Context: an optimization exercise on an open-source flow, tuned for small area and a short achievable clock period. The choices shown serve that exercise and are no tape-out recipe.
Function was checked by simulation only, so behaviour that the tests miss may differ from the original.
Power and IR drop assume default switching activity.

==> flow/design.v (excerpt) <==
module binomial_pipeline_schedule (
  input  logic                              clk_i,
  input  logic                              rst_ni,
  input  logic                              start_i,
  output logic                              busy_o,
  input  logic                              req_type_i,
  input  logic [bps_pkg::RankBits-1:0]      rank_i,
  input  logic [bps_pkg::StepBits-1:0]      step_i,
  input  logic                              cfg_we_i,
  input  logic [bps_pkg::CfgIdxBits-1:0]    cfg_idx_i,
  input  logic [bps_pkg::CfgDataBits-1:0]   cfg_wdata_i,
  output logic                              valid_o,
  output logic                              transfer_valid_o,
  output logic [bps_pkg::RankBits-1:0]      peer_rank_o,
  output logic [bps_pkg::BlockBits-1:0]     block_index_o,
  output logic [bps_pkg::StepBits-1:0]      forged_index_o
);
For scale: roughly 2100 cells after synthesis, about 300 flip-flops, about 110 I/O pins, ~14000 um2 of cells after synthesis.
clock: 7.0 ns
lec_check: 0
abc_area: 1
cap_margin: 20
core_margin: 2
core_utilization: 40
cts_cluster_size: 25
setup_slack_margin: 4.4
slew_margin: 20
standard.sh (not shown) runs the stock make flow with config.mk's settings and CLKGATE_MAP_FILE= SYNTH_SCRIPT=/design/flow/synth_recipe.tcl, a recipe that flattens the netlist after the stock synthesis.
==> flow/flow/run.sh <==
#!/bin/bash
# The standard ORFS layout with two changes: Yosys's adder-cell mapping is off, so that ABC
# maps the arithmetic together with the rest of the logic, and the port buffers are
# buf_2 cells. Registers and everything else as in standard.sh; each tool's output lands
# in orfs/logs, make's own output in make_finish.log.
set -euo pipefail
cd "$(dirname "$0")/.."
bash standard.sh ADDER_MAP_FILE= "BUFFER_PORTS_ARGS=-buffer_cell sky130_fd_sc_hd__buf_2" finish > make_finish.log 2>&1
Change:
--- a/flow/config.mk
+++ b/flow/config.mk
@@ -11,4 +11,3 @@
 export CORE_UTILIZATION = 40
-export CTS_CLUSTER_SIZE = 25
-export SETUP_SLACK_MARGIN = 4.4
+export SETUP_SLACK_MARGIN = 4.3
 export SLEW_MARGIN = 20
Design area decreases by 1.5%.
Via count stays flat.
Clock power stays flat.
Maximum frequency decreases by 0.77%.
Cell count decreases by 0.33%.
First-iteration DRC count decreases by 4.6%.
Setup slack got worse by 19 ps.
Non-clock buffer count decreases by 8.
Global-route usage is about the same.
Routed wire length decreases by 0.55%.
Change:
--- a/flow/config.mk
+++ b/flow/config.mk
@@ -11,3 +11,4 @@
 export CORE_UTILIZATION = 40
-export SETUP_SLACK_MARGIN = 4.3
+export PLACE_DENSITY = 0.75
+export SETUP_SLACK_MARGIN = 4.4
 export SLEW_MARGIN = 20
=>
- setup slack improved by 61 ps
- area after synthesis stays the same
- cell count climbs slightly
- maximum frequency is higher by a few percent
- global-route usage increases by 0.54 points
- worst hold slack is worse by 8.0 ps
- total power increases by a few percent
- routed wire length goes up by a few percent
- via count goes up by a few percent
Change:
--- a/flow/config.mk
+++ b/flow/config.mk
@@ -8,7 +8,6 @@
 export ABC_AREA = 1
-export CAP_MARGIN = 20
+export CAP_MARGIN = 10
 export CORE_MARGIN = 2
 export CORE_UTILIZATION = 40
-export PLACE_DENSITY = 0.75
 export SETUP_SLACK_MARGIN = 4.4
-export SLEW_MARGIN = 20
+export SLEW_MARGIN = 10
Effect: The new run finished clean. Routed wire length drops by 1.7%. Sequential share of layout area came out higher by 0.12 points. Worst setup slack is worse by 42 ps. Design area falls by 0.37%. Die area is unchanged. Clock power came out lower by about 8%. Via count is lower by 2.0%. Non-clock buffer count is higher by 2. Utilization decreases by 0.17 points. Final cell count stays flat.
Change:
--- a/flow/config.mk
+++ b/flow/config.mk
@@ -8,6 +8,7 @@
 export ABC_AREA = 1
-export CAP_MARGIN = 10
+export CAP_MARGIN = 20
 export CORE_MARGIN = 2
 export CORE_UTILIZATION = 40
-export SETUP_SLACK_MARGIN = 4.4
-export SLEW_MARGIN = 10
+export SETUP_SLACK_MARGIN = 4.5
+export SLEW_MARGIN = 20
+export TNS_END_PERCENT = 50
Result: The changed run finished clean. Count of clock-buffer cells in the layout does not change. Wire length is higher slightly. Die area is unchanged. Synthesized cell count does not change. Non-clock buffer count is higher by 11. Register-to-register slack improves by 20 ps. Total power is higher slightly. Clock skew hardly moves. Cell area is higher slightly. Synthesized area is unchanged. Setup slack improves by 3.2 ps.
Change:
--- a/flow/config.mk
+++ b/flow/config.mk
@@ -8,7 +8,6 @@
 export ABC_AREA = 1
-export CAP_MARGIN = 20
+export CAP_MARGIN = 5
 export CORE_MARGIN = 2
 export CORE_UTILIZATION = 40
-export SETUP_SLACK_MARGIN = 4.5
-export SLEW_MARGIN = 20
-export TNS_END_PERCENT = 50
+export SETUP_SLACK_MARGIN = 4.4
+export SLEW_MARGIN = 5
What happened: The changed run finished clean; routed wire length went down by 1.1%; critical path depth does not change; global-route usage stays flat; clock skew is about the same; final area went down by 1.9%; via count went down by 0.35%; non-clock buffer count went down by 11; synthesized cell count stays the same.

-- port drivers added, routing unchanged --
How much do the figures lean on ideal ports? The routed layouts below were timed once more, with nothing changed but the port constraints. Step 1 sets driving cells, clkbuf_16 on the clock port and buf_2 on the other inputs (assumed; they add their load-dependent delay and slew). Step 2 times the ports against the registers' clock, not the clock port: input delays grow and output delays shrink by t, the midpoint of the rising clock arrivals with the driver on. Three values: ideal, step 1, step 2; two values: the first two.
| run | shift t [ns] | slack for setup (ns) | worst register clock-pin slew, ns |
|---|---|---|---|
| the first run | 0.631 | 4.513 / 4.460 / 4.380 | 0.07 / 0.07 |
| the second run | 0.631 | 4.494 / 4.463 / 4.384 | 0.07 / 0.07 |
| the third run | 0.584 | 4.555 / 4.529 / 4.287 | 0.06 / 0.06 |
| the fourth run | 0.631 | 4.513 / 4.460 / 4.380 | 0.07 / 0.07 |
| the fifth run | 0.631 | 4.516 / 4.463 / 4.395 | 0.07 / 0.07 |
| the sixth run | 0.631 | 4.513 / 4.460 / 4.380 | 0.07 / 0.07 |
After both steps every run listed still meets setup and hold. The setup slack of the third run, which loses most, moves by -0.026 ns with the drivers and by -0.268 ns with both steps.
